This design comes from an exercise in tuning for small area, a short achievable clock period and few clock cycles on the open sky130 flow, not from production work. RTL that was checked went through simulation tests only; none was proved equivalent to the original. Power figures rest on the tool's default switching activity, not on a simulated workload.

// event_sched_top
module event_sched_top #(
    parameter int NS = 3
) (
    input  logic        clk,
    input  logic        rst_n,
    input  logic [15:0] event_addr,
    input  logic        event_valid,
    output logic        event_ready,
    output logic [15:0] window_addr,
    output logic        window_valid,
    input  logic        window_ready
);
Size in the first run: about 1200 cells after synthesis, about 140 flip-flops, roughly 0.0099 mm² of cells after synthesis.
Settings: LEC_CHECK=0, ABC_AREA=1, CAP_MARGIN=20, CORE_MARGIN=2, CORE_UTILIZATION=40, CTS_BUF_LIST=sky130_fd_sc_hd__clkbuf_8, SETUP_SLACK_MARGIN=0.5, SLEW_MARGIN=20; clock period 14.5 ns.
standard.sh (not shown) runs the stock make flow with config.mk's settings and CLKGATE_MAP_FILE= SYNTH_SCRIPT=/design/flow/synth_recipe.tcl, a recipe that flattens the netlist after the stock synthesis.
==> flow/flow/run.sh <==
#!/bin/bash
# The standard layout, with faster port buffers than the default choice, a
# clock tree without dummy loads, and timing repair aiming well past the
# clock period's needs.
set -euo pipefail
export BUFFER_PORTS_ARGS="-buffer_cell sky130_fd_sc_hd__buf_4"
export CTS_ARGS="-sink_clustering_enable -repair_clock_nets -buf_list sky130_fd_sc_hd__clkbuf_8 -dont_use_dummy_load"
bash standard.sh SETUP_SLACK_MARGIN=10.3 finish > standard_flow.log 2>&1
Testbench counts at the start, summed over its fixed seeds: cycles 16,611.
Rerun with:
==> flow/flow/run.sh (replaced) <==
#!/bin/bash
# The standard layout, with faster port buffers than the default choice, a
# clock tree without dummy loads, and timing repair aiming well past the
# clock period's needs.
set -euo pipefail
export BUFFER_PORTS_ARGS="-buffer_cell sky130_fd_sc_hd__buf_4"
export CTS_ARGS="-sink_clustering_enable -repair_clock_nets -buf_list sky130_fd_sc_hd__clkbuf_16 -dont_use_dummy_load -sink_clustering_size 40 -sink_clustering_max_diameter 200"
bash standard.sh SETUP_SLACK_MARGIN=10.5 finish > standard_flow.log 2>&1
After rerunning:
- The changed run finished clean
- sequential share of layout area went down by 1.2 points
- final area goes up by about 3.2%
- via count rises by 0.57%
- critical path depth is unchanged

* * *

event_sched_top, a different RTL version from the one above (not shown whole).
For scale: roughly 1500 cells after synthesis, ~170 flip-flops, about 38 I/O pins, about 12000 sq um of cells after synthesis.
==> flow/config.mk <==
export PLATFORM = sky130hd
export DESIGN_NAME = event_sched_top
export DESIGN_NICKNAME = event_sched_top
export VERILOG_FILES = /design/flow/design.v
export SDC_FILE = /design/flow/constraint.sdc
export NUM_CORES = 8
export LEC_CHECK = 0
export ABC_AREA = 1
export CAP_MARGIN = 20
export CORE_MARGIN = 2
export CORE_UTILIZATION = 40
export CTS_BUF_LIST = sky130_fd_sc_hd__clkbuf_8
export SETUP_SLACK_MARGIN = 0.5
export SLEW_MARGIN = 20
==> flow/constraint.sdc <==
create_clock -name core_clock -period 14.5 [get_ports {clk}]
set_input_delay 2.9000 -clock core_clock [delete_from_list [all_inputs] [get_ports {clk}]]
set_output_delay 2.9000 -clock core_clock [all_outputs]
set_load 0.01 [all_outputs]
==> flow/flow/run.sh <==
#!/bin/bash
# The standard layout, with faster port buffers than the default choice, a
# clock tree without dummy loads, and timing repair aiming well past the
# clock period's needs.
set -euo pipefail
export BUFFER_PORTS_ARGS="-buffer_cell sky130_fd_sc_hd__buf_4"
export CTS_ARGS="-sink_clustering_enable -repair_clock_nets -buf_list sky130_fd_sc_hd__clkbuf_8 -dont_use_dummy_load"
bash standard.sh SETUP_SLACK_MARGIN=10.5 finish > standard_flow.log 2>&1
The baseline finished clean.
Change:
==> flow/flow/run.sh (replaced) <==
#!/bin/bash
# The standard layout, with faster port buffers than the default choice and
# a clock tree without dummy loads.
set -euo pipefail
export BUFFER_PORTS_ARGS="-buffer_cell sky130_fd_sc_hd__buf_4"
export CTS_ARGS="-sink_clustering_enable -repair_clock_nets -buf_list sky130_fd_sc_hd__clkbuf_8 -dont_use_dummy_load"
bash standard.sh finish > standard_flow.log 2>&1
Effect:
- worst setup slack gets worse by 360 ps
- via count drops by 1.2%
- flip-flop and latch count stays the same
- global-route usage climbs by 0.22 points
- total power drops by 1.0%
- clock power barely changes
- clock skew drops by 16 ps
- cell area drops by 1.0%
- clock-buffer cell count is unchanged
- die area is unchanged
- non-clock buffer count drops by 6
No run of this note included a check of the RTL's function; only the layout flow was run.

* * *

event_sched_top, a different RTL version from the one above (not shown whole).
For scale: ~140 flip-flops, roughly 38 I/O pins, about 8600 um2 of cells after synthesis.
clock: 14.5 ns
lec_check: 0
abc_area: 1
cap_margin: 20
core_margin: 2
core_utilization: 40
cts_buf_list: sky130_fd_sc_hd__clkbuf_8
place_density: 0.85
setup_slack_margin: 0.5
slew_margin: 20
==> flow/flow/run.sh <==
#!/bin/bash
# The standard layout (the standard.sh, standard synthesis included), with
# three changes in how it is made:
#  - the ports get plain buffers (buf_1, upsized by repair where timing needs
#    it) in place of the default delay-cell buffers;
#  - the clock tree uses clkbuf_8 and no dummy loads;
#  - timing repair aims for 10.5 ns of setup slack at the design's clock
#    period, so the layout reaches a shorter period than the clock asks for.
# Each tool's full output goes to standard_flow.log in this folder (and ORFS's
# own per-step logs under orfs/logs/).
set -euo pipefail
export BUFFER_PORTS_ARGS="-buffer_cell sky130_fd_sc_hd__buf_1"
export CTS_ARGS="-sink_clustering_enable -repair_clock_nets -root_buf sky130_fd_sc_hd__clkbuf_8 -buf_list {sky130_fd_sc_hd__clkbuf_4 sky130_fd_sc_hd__clkbuf_8} -dont_use_dummy_load"
bash standard.sh SETUP_SLACK_MARGIN=10.5 finish > standard_flow.log 2>&1
The first run passed the timing, DRC and antenna checks.
Testbench counts at the start, summed over its fixed seeds: cycles 16,712.
Then changed:
--- a/flow/flow/run.sh
+++ b/flow/flow/run.sh
@@ -12,3 +12,3 @@
 export BUFFER_PORTS_ARGS="-buffer_cell sky130_fd_sc_hd__buf_1"
-export CTS_ARGS="-sink_clustering_enable -repair_clock_nets -root_buf sky130_fd_sc_hd__clkbuf_8 -buf_list {sky130_fd_sc_hd__clkbuf_4 sky130_fd_sc_hd__clkbuf_8} -dont_use_dummy_load"
+export CTS_ARGS="-sink_clustering_enable -repair_clock_nets -buf_list sky130_fd_sc_hd__clkbuf_8 -dont_use_dummy_load"
 bash standard.sh SETUP_SLACK_MARGIN=10.5 finish > standard_flow.log 2>&1
- ABC_AREA: 1 -> 0
The changed run finished clean.
Non-clock buffer count grows by 26.
Worst hold slack gets better by 0.0063 ns.
Via count grows by about 13%.
Global-route usage grows by 3.5 points.
Sequential share of layout area shrinks by 4.3 points.
Routed wire length grows by 31%.

## static timing again, ports no longer ideal
No port has a modelled driver above. Below, the same layouts with a new extraction and two added sets of constraints. Step 1: set_driving_cell puts a clkbuf_16 on clk and a buf_2 on each other input, an assumption about the parent block. Step 2, shift: input delay + t, output delay - t, t = (earliest + latest rising clock arrival at the registers) / 2. This alone moves slack from input paths to output paths. Three values: no drivers, after step 1, after step 2; two values: the first two.
| run | t (ns) | setup slack, ns | worst hold slack (ns) | worst setup path at the end | worst slew at a driven data input, ns |
|---|---|---|---|---|---|
| the first run of note 1 | 0.479 | 10.350 / 10.315 / 10.522 | 0.482 / 0.482 / 0.482 | register to register | 0.03 |
| the second run of note 1 | 0.461 | 10.530 / 10.486 / 10.545 | 0.479 / 0.479 / 0.479 | input to register | 0.03 |
| the first run of note 2 | 0.504 | 10.445 / 10.398 / 10.193 | 0.492 / 0.492 / 0.492 | input to register | 0.03 |
| the second run of note 2 | 0.512 | 10.090 / 10.090 / 9.798 | 0.489 / 0.489 / 0.489 | input to register | 0.03 |
| the first run of note 3 | 0.495 | 10.492 / 10.456 / 10.710 | 0.467 / 0.467 / 0.467 | register to register | 0.03 |
| the second run of note 3 | 0.484 | 10.409 / 10.409 / 10.196 | 0.474 / 0.474 / 0.474 | input to register | 0.03 |
After both steps setup and hold are still met in every run listed. For the second run of note 2, which loses most, drivers alone change the setup slack by 0.000 ns; drivers and shift together by -0.292 ns.
